From an optimization exercise on the open Yosys and OpenROAD flow, aimed at small area; shortcuts taken in it are not production practice. Where RTL was checked, it was by simulation tests only, not by an equivalence proof against the original. Power is estimated from default activity; no workload was simulated.

==> build 51 <==
==> flow/design.v <==
`timescale 1ns / 1ps
`default_nettype none
package grb_pkg;
  localparam int unsigned PAD_W  = 54;
  localparam int unsigned DATA_W = 32;
  localparam int unsigned IDX_W  = 4;
endpackage
`default_nettype wire
`timescale 1ns / 1ps
`default_nettype none
module grb_dec (
  input  wire logic        rst_n,
  input  wire logic        valid,
  input  wire logic        stall,
  input  wire logic        mode,
  input  wire logic [3:0]  idx,
  output logic      [5:0]  ld_fsel,    
  output logic             ld_pctl,    
  output logic      [1:0]  ld_pclk,    
  output logic      [1:0]  we_pclk,    
  output logic      [1:0]  we_set,     
  output logic      [1:0]  we_any,     
  output logic      [5:0]  hd_fsel,    
  output logic             hd_pctl,    
  output logic      [1:0]  hd_pclk,    
  output logic      [1:0]  nwe_any,    
  output logic      [1:0]  nwe_pclk,   
  output logic             lat_d,      
  output logic      [10:0] rsel,       
  output logic             hold,       
  output logic             err_d       
);
  logic fire, we, rd, rst;
  assign fire = valid && !stall;
  logic [15:0] sel;
  assign rst = !rst_n;
  assign we  = fire && mode;
  assign rd  = fire && !mode;
  for (genvar k = 0; k < 16; k++) begin : g_sel
    assign sel[k] = (idx == 4'(k));
  end
  logic [5:0] we_fsel;
  logic       we_pctl;
  for (genvar w = 0; w < 6; w++) begin : g_fs
    assign we_fsel[w] = we && sel[w];
  end
  assign we_pctl    = we && sel[12];
  assign we_pclk[0] = we && sel[13];
  assign we_pclk[1] = we && sel[14];
  assign ld_fsel    = we_fsel & {6{rst_n}};
  assign ld_pctl    = we_pctl && rst_n;
  assign ld_pclk    = we_pclk & {2{rst_n}};
  assign we_set[0]  = we && sel[6];
  assign we_set[1]  = we && sel[7];
  assign we_any[0]  = we && (sel[6] || sel[8]);
  assign we_any[1]  = we && (sel[7] || sel[9]);
  assign nwe_any    = ~we_any;
  assign nwe_pclk   = ~we_pclk;
  assign hd_fsel    = ~we_fsel & {6{rst_n}};
  assign hd_pctl    = !we_pctl && rst_n;
  assign hd_pclk    = ~we_pclk & {2{rst_n}};
  assign lat_d      = rst_n && !idx[3];
  for (genvar w = 0; w < 6; w++) begin : g_rs
    assign rsel[w] = rd && sel[w];
  end
  assign rsel[6]  = rd && sel[10];
  assign rsel[7]  = rd && sel[11];
  assign rsel[8]  = rd && sel[12];
  assign rsel[9]  = rd && sel[13];
  assign rsel[10] = rd && sel[14];
  assign hold  = stall;
  assign err_d = sel[15];
endmodule
module grb_hold #(
  parameter int unsigned W = 1
) (
  input  wire logic [W-1:0] q,
  input  wire logic [W-1:0] d,
  input  wire logic         ld,
  input  wire logic         hd,
  output logic      [W-1:0] y
);
  assign y = (q & {W{hd}}) | (d & {W{ld}});
endmodule
module grb_oai21 (
  input  wire logic a1, a2, b1,
  output logic      y
);
  assign y = !((a1 || a2) && b1);
endmodule
module grb_oai31 (
  input  wire logic a1, a2, a3, b1,
  output logic      y
);
  assign y = !((a1 || a2 || a3) && b1);
endmodule
module grb_aoi222 (
  input  wire logic a1, a2, b1, b2, c1, c2,
  output logic      y
);
  assign y = !((a1 && a2) || (b1 && b2) || (c1 && c2));
endmodule
module grb_aoi22 (
  input  wire logic a1, a2, b1, b2,
  output logic      y
);
  assign y = !((a1 && a2) || (b1 && b2));
endmodule
module grb_nand #(
  parameter int unsigned N = 4
) (
  input  wire logic [N-1:0] a,
  output logic              y
);
  assign y = !(&a);
endmodule
module grb_rmux (
  input  wire logic [10:0]      rsel,
  input  wire logic             hold,    
  input  wire logic [31:0]      rd_q,
  input  wire logic [5:0][29:0] fsel,
  input  wire logic [53:0]      pads,
  input  wire logic [1:0]       pctl,
  input  wire logic [53:0]      pclk,
  output logic      [31:0]      rd_n
);
  for (genvar i = 0; i < 32; i++) begin : g_bit
    localparam int unsigned NP = (i < 2) ? 12 : (i < 22) ? 11 : (i < 30) ? 9 : 3;
    localparam int unsigned NG = (NP + 2) / 3;
    logic [NP-1:0] s, d;
    logic [NG-1:0] g;
    if (i < 30) begin : g_f
      assign s[5:0] = rsel[5:0];
      assign d[5:0] = {fsel[5][i], fsel[4][i], fsel[3][i], fsel[2][i], fsel[1][i], fsel[0][i]};
      assign s[6] = rsel[6];  assign d[6] = pads[i];
      assign s[7] = rsel[9];  assign d[7] = pclk[i];
      assign s[8] = hold;     assign d[8] = rd_q[i];
      if (i < 22) begin : g_b1
        assign s[9]  = rsel[7];  assign d[9]  = pads[32 + i];
        assign s[10] = rsel[10]; assign d[10] = pclk[32 + i];
      end
      if (i < 2) begin : g_p
        assign s[11] = rsel[8];  assign d[11] = pctl[i];
      end
    end else begin : g_h
      assign s = {hold, rsel[9], rsel[6]};
      assign d = {rd_q[i], pclk[i], pads[i]};
    end
    for (genvar k = 0; k < NG; k++) begin : g_grp
      if (3 * k + 2 < NP) begin : g3
        grb_aoi222 u_aoi (.a1(s[3*k]), .a2(d[3*k]), .b1(s[3*k+1]), .b2(d[3*k+1]),
                          .c1(s[3*k+2]), .c2(d[3*k+2]), .y(g[k]));
      end else begin : g2
        grb_aoi22 u_aoi (.a1(s[3*k]), .a2(d[3*k]), .b1(s[3*k+1]), .b2(d[3*k+1]),
                         .y(g[k]));
      end
    end
    grb_nand #(.N(NG)) u_or (.a(g), .y(rd_n[i]));
  end
endmodule
module grb_regfile (
  input  wire logic         clk,
  input  wire logic         rst_n,
  input  wire logic         valid,     
  input  wire logic         stall,     
  input  wire logic         mode,
  input  wire logic [3:0]   idx,
  input  wire logic [31:0]  wd,
  input  wire logic [53:0]  pads,
  output logic      [31:0]  rd_r,
  output logic              err_r,
  output logic      [53:0]  pad_drive,
  output logic      [53:0]  pad_drive_enable,
  output logic      [53:0]  pad_pull_up,
  output logic      [53:0]  pad_pull_down
);
  logic [5:0][29:0] fsel_r;
  logic [53:0]      latch_r;
  logic [53:0]      pclk_r;
  logic [1:0]       pctl_r;
  logic [53:0]      up_r;
  logic [53:0]      dn_r;
  logic [5:0]  ld_fsel;
  logic        ld_pctl;
  logic [1:0]  ld_pclk, we_pclk, we_set, we_any;
  logic [5:0]  hd_fsel;
  logic        hd_pctl;
  logic [1:0]  hd_pclk, nwe_any, nwe_pclk;
  logic [31:0] nwd;
  logic        lat_d;
  logic [10:0] rsel;
  logic        hold;
  logic        err_d;
  logic [31:0] rd_n;
  grb_dec u_dec (
    .rst_n (rst_n), .valid (valid), .stall (stall), .mode (mode), .idx (idx),
    .ld_fsel (ld_fsel), .ld_pctl (ld_pctl), .ld_pclk (ld_pclk),
    .we_pclk (we_pclk), .we_set (we_set), .we_any (we_any), .lat_d (lat_d),
    .hd_fsel (hd_fsel), .hd_pctl (hd_pctl), .hd_pclk (hd_pclk), .nwe_any (nwe_any),
    .nwe_pclk (nwe_pclk),
    .rsel (rsel), .hold (hold), .err_d (err_d)
  );
  assign nwd  = ~wd;
  for (genvar w = 0; w < 6; w++) begin : g_fsel
    logic [29:0] nx;
    grb_hold #(.W(30)) u_hold (.q(fsel_r[w]), .d(wd[29:0]), .ld(ld_fsel[w]), .hd(hd_fsel[w]), .y(nx));
    always_ff @(posedge clk) fsel_r[w] <= nx;
  end
  for (genvar p = 0; p < 54; p++) begin : g_latch
    logic ld;
    grb_oai21 u_ld (.a1(nwd[p % 32]), .a2(nwe_any[p / 32]), .b1(rst_n), .y(ld));
    always_ff @(posedge clk) if (ld) latch_r[p] <= lat_d;
  end
  logic [1:0] pctl_nx;
  grb_hold #(.W(2)) u_pctl (.q(pctl_r), .d(wd[1:0]), .ld(ld_pctl), .hd(hd_pctl), .y(pctl_nx));
  always_ff @(posedge clk) pctl_r <= pctl_nx;
  logic [53:0] pclk_nx;
  grb_hold #(.W(32)) u_pclk0 (.q(pclk_r[31:0]), .d(wd), .ld(ld_pclk[0]), .hd(hd_pclk[0]),
                             .y(pclk_nx[31:0]));
  grb_hold #(.W(22)) u_pclk1 (.q(pclk_r[53:32]), .d(wd[21:0]), .ld(ld_pclk[1]), .hd(hd_pclk[1]),
                             .y(pclk_nx[53:32]));
  logic up_d, dn_d;
  assign up_d = rst_n && pctl_r == 2'd2;
  assign dn_d = rst_n && pctl_r == 2'd1;
  for (genvar p = 0; p < 54; p++) begin : g_pin
    logic lds;
    grb_oai31 u_lds (.a1(pclk_r[p]), .a2(nwd[p % 32]), .a3(nwe_pclk[p / 32]), .b1(rst_n),
                     .y(lds));
    always_ff @(posedge clk) pclk_r[p] <= pclk_nx[p];
    always_ff @(posedge clk) if (lds) begin
      up_r[p] <= up_d;
      dn_r[p] <= dn_d;
    end
  end
  grb_rmux u_rmux (
    .rsel (rsel), .hold (hold), .rd_q (rd_r), .fsel (fsel_r), .pads (pads),
    .pctl (pctl_r), .pclk (pclk_r), .rd_n (rd_n)
  );
  always_ff @(posedge clk) begin
    rd_r  <= rd_n;
    err_r <= hold ? err_r : err_d;
  end
  for (genvar p = 0; p < 54; p++) begin : g_en
    assign pad_drive_enable[p] = fsel_r[p / 10][(p % 10) * 3 +: 3] == 3'd1;
  end
  assign pad_drive     = latch_r;
  assign pad_pull_up   = up_r;
  assign pad_pull_down = dn_r;
endmodule
`default_nettype wire
`timescale 1ns / 1ps
`default_nettype none
module gpio_register_block_top (
  input  wire logic         clk,
  input  wire logic         rst_n,
  input  wire logic         in_valid,
  output logic              in_stall,
  input  wire logic         in_mode,
  input  wire logic [3:0]   in_reg_index,
  input  wire logic [31:0]  in_write_data,
  input  wire logic [53:0]  in_pad_levels,
  output logic              out_valid,
  input  wire logic         out_stall,
  output logic      [31:0]  out_read_data,
  output logic              out_access_error,
  output logic      [53:0]  out_pad_drive,
  output logic      [53:0]  out_pad_drive_enable,
  output logic      [53:0]  out_pad_pull_up,
  output logic      [53:0]  out_pad_pull_down
);
  logic valid_r;
  logic fire;
  assign in_stall = valid_r && out_stall;
  assign fire     = in_valid && !in_stall;
  always_ff @(posedge clk) begin
    if (!rst_n) valid_r <= 1'b0;
    else        valid_r <= fire || in_stall;
  end
  grb_regfile u_regfile (
    .clk              (clk),
    .rst_n            (rst_n),
    .valid            (in_valid),
    .stall            (in_stall),
    .mode             (in_mode),
    .idx              (in_reg_index),
    .wd               (in_write_data),
    .pads             (in_pad_levels),
    .rd_r             (out_read_data),
    .err_r            (out_access_error),
    .pad_drive        (out_pad_drive),
    .pad_drive_enable (out_pad_drive_enable),
    .pad_pull_up      (out_pad_pull_up),
    .pad_pull_down    (out_pad_pull_down)
  );
  assign out_valid = valid_r;
endmodule
`default_nettype wire
==> flow/flow/run.sh <==
#!/bin/bash
# Standard ORFS layout with three changes: ports are buffered with the
# smallest buffer; before repair_design, lightly loaded gates are set to their
# smallest drive strength and large buffers become buf_2 (flow/downsize.tcl); and the clock tree uses
# clkbuf_8 leaf clusters without dummy loads.
# The make output goes to flow_make.log; each ORFS step keeps its own log
# under orfs/logs/.
set -euo pipefail
export BUFFER_PORTS_ARGS="-buffer_cell sky130_fd_sc_hd__buf_1"
export PRE_RESIZE_TCL="$PWD/flow/downsize.tcl"
export CTS_ARGS="-sink_clustering_enable -repair_clock_nets -buf_list sky130_fd_sc_hd__clkbuf_8 -sink_clustering_size 16 -sink_clustering_max_diameter 70 -dont_use_dummy_load"
bash standard.sh > flow_make.log 2>&1
==> flow/flow/downsize.tcl <==
# Before repair_design: cells that drive few loads get the smallest drive
# strength of their function (synthesis sizes them without knowing their
# loads); repair_design and the later timing repair fix any slew, load or
# timing need this leaves.
set best {}
foreach lc [get_lib_cells sky130_fd_sc_hd__*] {
  set n [get_name $lc]
  if {![regexp {^(sky130_fd_sc_hd__[a-z0-9]+)_(\d+)$} $n -> base drv]} continue
  if {[string match *lpflow* $n] || [string match *probe* $n]} continue
  if {[get_property $lc is_buffer] || [get_property $lc is_inverter]} continue
  set a [get_property $lc area]
  if {![dict exists $best $base] || $a < [lindex [dict get $best $base] 1]} {
    dict set best $base [list $n $a]
  }
}
set cnt 0
foreach inst [get_cells *] {
  set m [get_property $inst ref_name]
  if {[string match *df* $m] || [string match *buf* $m] || [string match *tap* $m] ||
      [string match *clk* $m] || [string match *inv* $m] || [string match *dly* $m]} {
    continue
  }
  if {![regexp {^(sky130_fd_sc_hd__[a-z0-9]+)_(\d+)$} $m -> base drv]} { continue }
  if {![dict exists $best $base]} { continue }
  set fo 0
  foreach p [get_pins -of_objects $inst -filter "direction == output"] {
    set fo [expr {$fo + [llength [get_pins -of_objects [get_nets -of_objects $p] -filter "direction == input"]]}]
  }
  if {$fo > 8} { continue }
  set tgt [lindex [dict get $best $base] 0]
  if {$tgt ne $m} {
    replace_cell $inst $tgt
    incr cnt
  }
}
puts "downsize.tcl: resized $cnt cells"
estimate_parasitics -placement

# Buffers that synthesis or timing-driven placement sized up go back to
# buf_2; repair_design below adds or sizes buffers where a load needs more.
set nbuf 0
foreach inst [get_cells *] {
  set m [get_property $inst ref_name]
  if {[regexp {^sky130_fd_sc_hd__buf_(\d+)$} $m -> d] && $d > 2} {
    replace_cell $inst sky130_fd_sc_hd__buf_2
    incr nbuf
  }
}
puts "downsize.tcl: resized $nbuf buffers"
estimate_parasitics -placement
==> flow/standard.sh <==
#!/bin/bash
# synth_recipe.tcl (not shown) runs the flow's synth.tcl, then flattens the netlist and writes it again
# the make line also repeats each setting of config.mk as NAME=value (left out here)
make -C /OpenROAD-flow-scripts/flow DESIGN_CONFIG=/design/flow/config.mk WORK_HOME=/design/flow/orfs CLKGATE_MAP_FILE= SYNTH_SCRIPT=/design/flow/synth_recipe.tcl "${@:-finish}"
==> flow/config.mk <==
export PLATFORM = sky130hd
export DESIGN_NAME = gpio_register_block_top
export DESIGN_NICKNAME = gpio_register_block_top
export VERILOG_FILES = /design/flow/design.v
export SDC_FILE = /design/flow/constraint.sdc
export NUM_CORES = 4
export LEC_CHECK = 0
export CAP_MARGIN = 5
export CORE_MARGIN = 2
export CORE_UTILIZATION = 72
export SLEW_MARGIN = 5
export SYNTH_HIERARCHICAL = 1
export SYNTH_MINIMUM_KEEP_SIZE = 0
==> flow/constraint.sdc <==
create_clock -name core_clock -period 5.0 [get_ports {clk}]
set_input_delay 1.0000 -clock core_clock [delete_from_list [all_inputs] [get_ports {clk}]]
set_output_delay 1.0000 -clock core_clock [all_outputs]
set_load 0.01 [all_outputs]
==> inputs of trial 14, as changes to build 51 <==
--- a/flow/design.v
+++ b/flow/design.v
@@ -28,5 +28,5 @@
   output logic             lat_d,      
   output logic      [10:0] rsel,       
-  output logic             hold,       
+  output logic      [1:0]  hold,       
   output logic             err_d       
 );
@@ -69,5 +69,5 @@
   assign rsel[9]  = rd && sel[13];
   assign rsel[10] = rd && sel[14];
-  assign hold  = stall;
+  assign hold  = {stall, !valid};
   assign err_d = sel[15];
 endmodule
@@ -117,5 +117,5 @@
 module grb_rmux (
   input  wire logic [10:0]      rsel,
-  input  wire logic             hold,    
+  input  wire logic [1:0]       hold,    
   input  wire logic [31:0]      rd_q,
   input  wire logic [5:0][29:0] fsel,
@@ -125,6 +125,8 @@
   output logic      [31:0]      rd_n
 );
+  logic hold_any;
+  assign hold_any = |hold;
   for (genvar i = 0; i < 32; i++) begin : g_bit
-    localparam int unsigned NP = (i < 2) ? 12 : (i < 22) ? 11 : (i < 30) ? 9 : 3;
+    localparam int unsigned NP = (i < 2) ? 12 : (i < 22) ? 12 : (i < 30) ? 9 : 3;
     localparam int unsigned NG = (NP + 2) / 3;
     logic [NP-1:0] s, d;
@@ -135,5 +137,5 @@
       assign s[6] = rsel[6];  assign d[6] = pads[i];
       assign s[7] = rsel[9];  assign d[7] = pclk[i];
-      assign s[8] = hold;     assign d[8] = rd_q[i];
+      assign s[8] = (i < 2 || i >= 22) ? hold_any : hold[0];  assign d[8] = rd_q[i];
       if (i < 22) begin : g_b1
         assign s[9]  = rsel[7];  assign d[9]  = pads[32 + i];
@@ -142,7 +144,9 @@
       if (i < 2) begin : g_p
         assign s[11] = rsel[8];  assign d[11] = pctl[i];
+      end else if (i < 22) begin : g_h1
+        assign s[11] = hold[1];  assign d[11] = rd_q[i];
       end
     end else begin : g_h
-      assign s = {hold, rsel[9], rsel[6]};
+      assign s = {hold_any, rsel[9], rsel[6]};
       assign d = {rd_q[i], pclk[i], pads[i]};
     end
@@ -190,5 +194,5 @@
   logic        lat_d;
   logic [10:0] rsel;
-  logic        hold;
+  logic [1:0]  hold;
   logic        err_d;
   logic [31:0] rd_n;
@@ -239,5 +243,5 @@
   always_ff @(posedge clk) begin
     rd_r  <= rd_n;
-    err_r <= hold ? err_r : err_d;
+    err_r <= (|hold) ? err_r : err_d;
   end
   for (genvar p = 0; p < 54; p++) begin : g_en
==> flow/flow/run.sh (replaced) <==
#!/bin/bash
# Standard ORFS layout with three changes: ports are buffered with the
# smallest buffer; before repair_design, lightly loaded gates are set to their
# smallest drive strength (flow/downsize.tcl); and the clock tree uses
# clkbuf_8 leaf clusters without dummy loads.
# The make output goes to flow_make.log; each ORFS step keeps its own log
# under orfs/logs/.
set -euo pipefail
export BUFFER_PORTS_ARGS="-buffer_cell sky130_fd_sc_hd__buf_1"
export PRE_RESIZE_TCL="$PWD/flow/downsize.tcl"
export CTS_ARGS="-sink_clustering_enable -repair_clock_nets -buf_list sky130_fd_sc_hd__clkbuf_8 -sink_clustering_size 14 -sink_clustering_max_diameter 60 -dont_use_dummy_load"
bash standard.sh > flow_make.log 2>&1
--- a/flow/flow/downsize.tcl
+++ b/flow/flow/downsize.tcl
@@ -36,15 +36,2 @@
 puts "downsize.tcl: resized $cnt cells"
 estimate_parasitics -placement
-
-# Buffers that synthesis or timing-driven placement sized up go back to
-# buf_2; repair_design below adds or sizes buffers where a load needs more.
-set nbuf 0
-foreach inst [get_cells *] {
-  set m [get_property $inst ref_name]
-  if {[regexp {^sky130_fd_sc_hd__buf_(\d+)$} $m -> d] && $d > 2} {
-    replace_cell $inst sky130_fd_sc_hd__buf_2
-    incr nbuf
-  }
-}
-puts "downsize.tcl: resized $nbuf buffers"
-estimate_parasitics -placement
--- a/flow/config.mk
+++ b/flow/config.mk
@@ -6,8 +6,8 @@
 export NUM_CORES = 4
 export LEC_CHECK = 0
-export CAP_MARGIN = 5
+export CAP_MARGIN = 20
 export CORE_MARGIN = 2
-export CORE_UTILIZATION = 72
-export SLEW_MARGIN = 5
+export CORE_UTILIZATION = 50
+export SLEW_MARGIN = 20
 export SYNTH_HIERARCHICAL = 1
 export SYNTH_MINIMUM_KEEP_SIZE = 0
==> inputs of trial 52, as changes to build 51 <==
==> flow/design.v, changed modules only <==
module grb_dec (
  input  wire logic        rst_n,
  input  wire logic        valid,
  input  wire logic        stall,
  input  wire logic        mode,
  input  wire logic [3:0]  idx,
  output logic      [5:0]  ld_fsel,    
  output logic             ld_pctl,    
  output logic      [1:0]  ld_pclk,    
  output logic      [1:0]  we_pclk,    
  output logic      [1:0]  we_set,     
  output logic      [1:0]  we_any,     
  output logic      [5:0]  hd_fsel,    
  output logic             hd_pctl,    
  output logic      [1:0]  hd_pclk,    
  output logic      [1:0]  nwe_any,    
  output logic             lat_d,      
  output logic      [10:0] rsel,       
  output logic      [1:0]  hold,       
  output logic             err_d       
);
  logic fire, we, rd, rst;
  assign fire = valid && !stall;
  logic [15:0] sel;
  assign rst = !rst_n;
  assign we  = fire && mode;
  assign rd  = fire && !mode;
  for (genvar k = 0; k < 16; k++) begin : g_sel
    assign sel[k] = (idx == 4'(k));
  end
  for (genvar w = 0; w < 6; w++) begin : g_fs
    assign ld_fsel[w] = rst || (we && sel[w]);
  end
  assign ld_pctl    = rst || (we && sel[12]);
  assign we_pclk[0] = we && sel[13];
  assign we_pclk[1] = we && sel[14];
  assign ld_pclk    = we_pclk | {2{rst}};
  assign we_set[0]  = we && sel[6];
  assign we_set[1]  = we && sel[7];
  assign we_any[0]  = we && (sel[6] || sel[8]);
  assign we_any[1]  = we && (sel[7] || sel[9]);
  assign nwe_any    = ~we_any;
  assign hd_fsel    = ~ld_fsel;
  assign hd_pctl    = !ld_pctl;
  assign hd_pclk    = ~ld_pclk;
  assign lat_d      = rst_n && !idx[3];
  for (genvar w = 0; w < 6; w++) begin : g_rs
    assign rsel[w] = rd && sel[w];
  end
  assign rsel[6]  = rd && sel[10];
  assign rsel[7]  = rd && sel[11];
  assign rsel[8]  = rd && sel[12];
  assign rsel[9]  = rd && sel[13];
  assign rsel[10] = rd && sel[14];
  assign hold  = {stall, !valid};
  assign err_d = sel[15];
endmodule
module grb_rmux (
  input  wire logic [10:0]      rsel,
  input  wire logic [1:0]       hold,    
  input  wire logic [31:0]      rd_q,
  input  wire logic [5:0][29:0] fsel,
  input  wire logic [53:0]      pads,
  input  wire logic [1:0]       pctl,
  input  wire logic [53:0]      pclk,
  output logic      [31:0]      rd_n
);
  logic hold_any;
  assign hold_any = |hold;
  for (genvar i = 0; i < 32; i++) begin : g_bit
    localparam int unsigned NP = (i < 2) ? 12 : (i < 22) ? 12 : (i < 30) ? 9 : 3;
    localparam int unsigned NG = (NP + 2) / 3;
    logic [NP-1:0] s, d;
    logic [NG-1:0] g;
    if (i < 30) begin : g_f
      assign s[5:0] = rsel[5:0];
      assign d[5:0] = {fsel[5][i], fsel[4][i], fsel[3][i], fsel[2][i], fsel[1][i], fsel[0][i]};
      assign s[6] = rsel[6];  assign d[6] = pads[i];
      assign s[7] = rsel[9];  assign d[7] = pclk[i];
      assign s[8] = (i < 2 || i >= 22) ? hold_any : hold[0];  assign d[8] = rd_q[i];
      if (i < 22) begin : g_b1
        assign s[9]  = rsel[7];  assign d[9]  = pads[32 + i];
        assign s[10] = rsel[10]; assign d[10] = pclk[32 + i];
      end
      if (i < 2) begin : g_p
        assign s[11] = rsel[8];  assign d[11] = pctl[i];
      end else if (i < 22) begin : g_h1
        assign s[11] = hold[1];  assign d[11] = rd_q[i];
      end
    end else begin : g_h
      assign s = {hold_any, rsel[9], rsel[6]};
      assign d = {rd_q[i], pclk[i], pads[i]};
    end
    for (genvar k = 0; k < NG; k++) begin : g_grp
      if (3 * k + 2 < NP) begin : g3
        grb_aoi222 u_aoi (.a1(s[3*k]), .a2(d[3*k]), .b1(s[3*k+1]), .b2(d[3*k+1]),
                          .c1(s[3*k+2]), .c2(d[3*k+2]), .y(g[k]));
      end else begin : g2
        grb_aoi22 u_aoi (.a1(s[3*k]), .a2(d[3*k]), .b1(s[3*k+1]), .b2(d[3*k+1]),
                         .y(g[k]));
      end
    end
    grb_nand #(.N(NG)) u_or (.a(g), .y(rd_n[i]));
  end
endmodule
module grb_regfile (
  input  wire logic         clk,
  input  wire logic         rst_n,
  input  wire logic         valid,     
  input  wire logic         stall,     
  input  wire logic         mode,
  input  wire logic [3:0]   idx,
  input  wire logic [31:0]  wd,
  input  wire logic [53:0]  pads,
  output logic      [31:0]  rd_r,
  output logic              err_r,
  output logic      [53:0]  pad_drive,
  output logic      [53:0]  pad_drive_enable,
  output logic      [53:0]  pad_pull_up,
  output logic      [53:0]  pad_pull_down
);
  logic [5:0][29:0] fsel_r;
  logic [53:0]      latch_r;
  logic [53:0]      pclk_r;
  logic [1:0]       pctl_r;
  logic [53:0]      up_r;
  logic [53:0]      dn_r;
  logic [5:0]  ld_fsel;
  logic        ld_pctl;
  logic [1:0]  ld_pclk, we_pclk, we_set, we_any;
  logic [5:0]  hd_fsel;
  logic        hd_pctl;
  logic [1:0]  hd_pclk, nwe_any;
  logic [31:0] nwd;
  logic        lat_d;
  logic [10:0] rsel;
  logic [1:0]  hold;
  logic        err_d;
  logic [31:0] rd_n;
  logic [31:0] wd_r;      
  grb_dec u_dec (
    .rst_n (rst_n), .valid (valid), .stall (stall), .mode (mode), .idx (idx),
    .ld_fsel (ld_fsel), .ld_pctl (ld_pctl), .ld_pclk (ld_pclk),
    .we_pclk (we_pclk), .we_set (we_set), .we_any (we_any), .lat_d (lat_d),
    .hd_fsel (hd_fsel), .hd_pctl (hd_pctl), .hd_pclk (hd_pclk), .nwe_any (nwe_any),
    .rsel (rsel), .hold (hold), .err_d (err_d)
  );
  assign wd_r = wd & {32{rst_n}};
  assign nwd  = ~wd;
  for (genvar w = 0; w < 6; w++) begin : g_fsel
    logic [29:0] nx;
    grb_hold #(.W(30)) u_hold (.q(fsel_r[w]), .d(wd_r[29:0]), .ld(ld_fsel[w]), .hd(hd_fsel[w]), .y(nx));
    always_ff @(posedge clk) fsel_r[w] <= nx;
  end
  for (genvar p = 0; p < 54; p++) begin : g_latch
    logic ld;
    grb_oai21 u_ld (.a1(nwd[p % 32]), .a2(nwe_any[p / 32]), .b1(rst_n), .y(ld));
    always_ff @(posedge clk) if (ld) latch_r[p] <= lat_d;
  end
  logic [1:0] pctl_nx;
  grb_hold #(.W(2)) u_pctl (.q(pctl_r), .d(wd_r[1:0]), .ld(ld_pctl), .hd(hd_pctl), .y(pctl_nx));
  always_ff @(posedge clk) pctl_r <= pctl_nx;
  logic [53:0] pclk_nx;
  grb_hold #(.W(32)) u_pclk0 (.q(pclk_r[31:0]), .d(wd_r), .ld(ld_pclk[0]), .hd(hd_pclk[0]),
                             .y(pclk_nx[31:0]));
  grb_hold #(.W(22)) u_pclk1 (.q(pclk_r[53:32]), .d(wd_r[21:0]), .ld(ld_pclk[1]), .hd(hd_pclk[1]),
                             .y(pclk_nx[53:32]));
  logic up_d, dn_d;
  assign up_d = rst_n && pctl_r == 2'd2;
  assign dn_d = rst_n && pctl_r == 2'd1;
  for (genvar p = 0; p < 54; p++) begin : g_pin
    logic lds;
    assign lds = !rst_n || (we_pclk[p / 32] && wd[p % 32] && !pclk_r[p]);
    always_ff @(posedge clk) pclk_r[p] <= pclk_nx[p];
    always_ff @(posedge clk) if (lds) begin
      up_r[p] <= up_d;
      dn_r[p] <= dn_d;
    end
  end
  grb_rmux u_rmux (
    .rsel (rsel), .hold (hold), .rd_q (rd_r), .fsel (fsel_r), .pads (pads),
    .pctl (pctl_r), .pclk (pclk_r), .rd_n (rd_n)
  );
  always_ff @(posedge clk) begin
    rd_r  <= rd_n;
    err_r <= (|hold) ? err_r : err_d;
  end
  for (genvar p = 0; p < 54; p++) begin : g_en
    assign pad_drive_enable[p] = fsel_r[p / 10][(p % 10) * 3 +: 3] == 3'd1;
  end
  assign pad_drive     = latch_r;
  assign pad_pull_up   = up_r;
  assign pad_pull_down = dn_r;
endmodule
// module grb_oai31 removed
==> flow/flow/run.sh (replaced) <==
#!/bin/bash
# Standard ORFS layout with two changes: ports are buffered with the smallest
# buffer, and the clock tree uses clkbuf_8 leaf clusters without dummy loads.
# The make output goes to flow_make.log; each ORFS step keeps its own log
# under orfs/logs/.
set -euo pipefail
export BUFFER_PORTS_ARGS="-buffer_cell sky130_fd_sc_hd__buf_1"
export CTS_ARGS="-sink_clustering_enable -repair_clock_nets -buf_list sky130_fd_sc_hd__clkbuf_8 -sink_clustering_size 14 -sink_clustering_max_diameter 60 -dont_use_dummy_load"
bash standard.sh > flow_make.log 2>&1
--- a/flow/config.mk
+++ b/flow/config.mk
@@ -6,8 +6,8 @@
 export NUM_CORES = 4
 export LEC_CHECK = 0
-export CAP_MARGIN = 5
+export CAP_MARGIN = 20
 export CORE_MARGIN = 2
-export CORE_UTILIZATION = 72
-export SLEW_MARGIN = 5
+export CORE_UTILIZATION = 60
+export SLEW_MARGIN = 20
 export SYNTH_HIERARCHICAL = 1
 export SYNTH_MINIMUM_KEEP_SIZE = 0
removed: flow/flow/downsize.tcl
==> flow_summary_export.csv <==
group,metric,value,unit
global_route,grt_pass1_wl,74.2,mm
setup_path,critPathSlowestCell,"nor3_4",
outcome,status,"complete, no violations",
clock_network,numCtsBuffers,38,
cells_and_area,multi_input_cells,599,
setup_path,r2r_slack,2.27,ns
sta,final.setup_skew,0.0425,ns
power,power_frac_comb,6.8,%
sta,worst_slew_pin_slew,1.08,ns
route,vias_per_cell,6.39,
cells_and_area,inv_count,36,
cells_and_area,seq_share,57.0,%
power,peakVddDrop,0.000173,V
-- figures above: trial 14

==> flow_summary_export.csv <==
group,metric,value,unit
clock_network,cts_tree,"built",
die,initial_core_util,60.5,%
cells_and_area,multi_input_cells,685,
outcome,status,"complete, no violations",
route,vias_per_cell,6.70,
sta,layout_setup_ws,1.77,ns
clock_network,numCtsBuffers,36,
sta,final.setup_skew,0.0283,ns
global_route,grt_pass1_wl,72.0,mm
cells_and_area,seq_share,56.2,%
cells_and_area,inv_count,35,
power,power_frac_comb,11.4,%
sta,worst_slew_pin_slew,1.13,ns
setup_path,startpoint,"out_stall",
cells_and_area,drive_above_1_share,8.16,%
sta,rsz0062_at_grt,"no",
cells_and_area,fin_area,18300,um^2
worst_hold_path,hold_path_class,"flop to flop",
clock_network,insertion_delay,0.56,ns
logic_synthesis,syn_area,16200,um^2
setup_path,critPathSlowestCell,"nor3_2",
-- figures above: trial 52

==> flow_summary_export.csv <==
group,metric,value,unit
sta,final.setup_skew,0.0333,ns
cells_and_area,inv_count,36,
setup_path,critPathSlowestCell,"nor3_2",
cells_and_area,multi_input_cells,597,
worst_hold_path,whs_endpoint,"u_regfile.fsel_r[164]",
cells_and_area,seq_share,58.5,%
sta,worst_slew_pin_slew,1.23,ns
global_route,grt_pass1_wl,70.8,mm
power,power_frac_comb,6.5,%
die,initial_core_util,72.8,%
placed_design,placed_cell_area,17100,um^2
power,peakVddDrop,0.000286,V
outcome,status,"complete, no violations",
clock_network,numCtsBuffers,30,
setup_path,r2r_slack,1.94,ns
route,top_layer_used,"met4",
-- figures above: build 51

Function not checked in trial 52: the RTL went through the layout flow alone.

[afterwards: timing with drivers on the ports]
The results above use ideal ports. As a check the final layouts listed here were re-extracted and re-timed, cells and wires unchanged.
Step 1 sets driving cells, clkbuf_16 on the clock port and buf_2 on the other inputs (assumed; they add their load-dependent delay and slew).
Step 2, shift: input delay + t, output delay - t, t = (earliest + latest rising clock arrival at the registers) / 2. This alone moves slack from input paths to output paths.
Slacks: ideal ports / drivers / drivers and shift; pairs: ideal ports / drivers.
run	t (ns)	setup WS [ns]	worst setup path after step 2
build 51	0.644	1.823 / 1.845 / 1.201	input to register
trial 14	0.585	2.089 / 2.115 / 1.531	input to register
trial 52	0.599	1.766 / 1.793 / 1.194	input to register
After both steps every run listed still meets setup and hold. For build 51, which loses most, drivers alone change the setup slack by +0.022 ns; drivers and shift together by -0.622 ns.
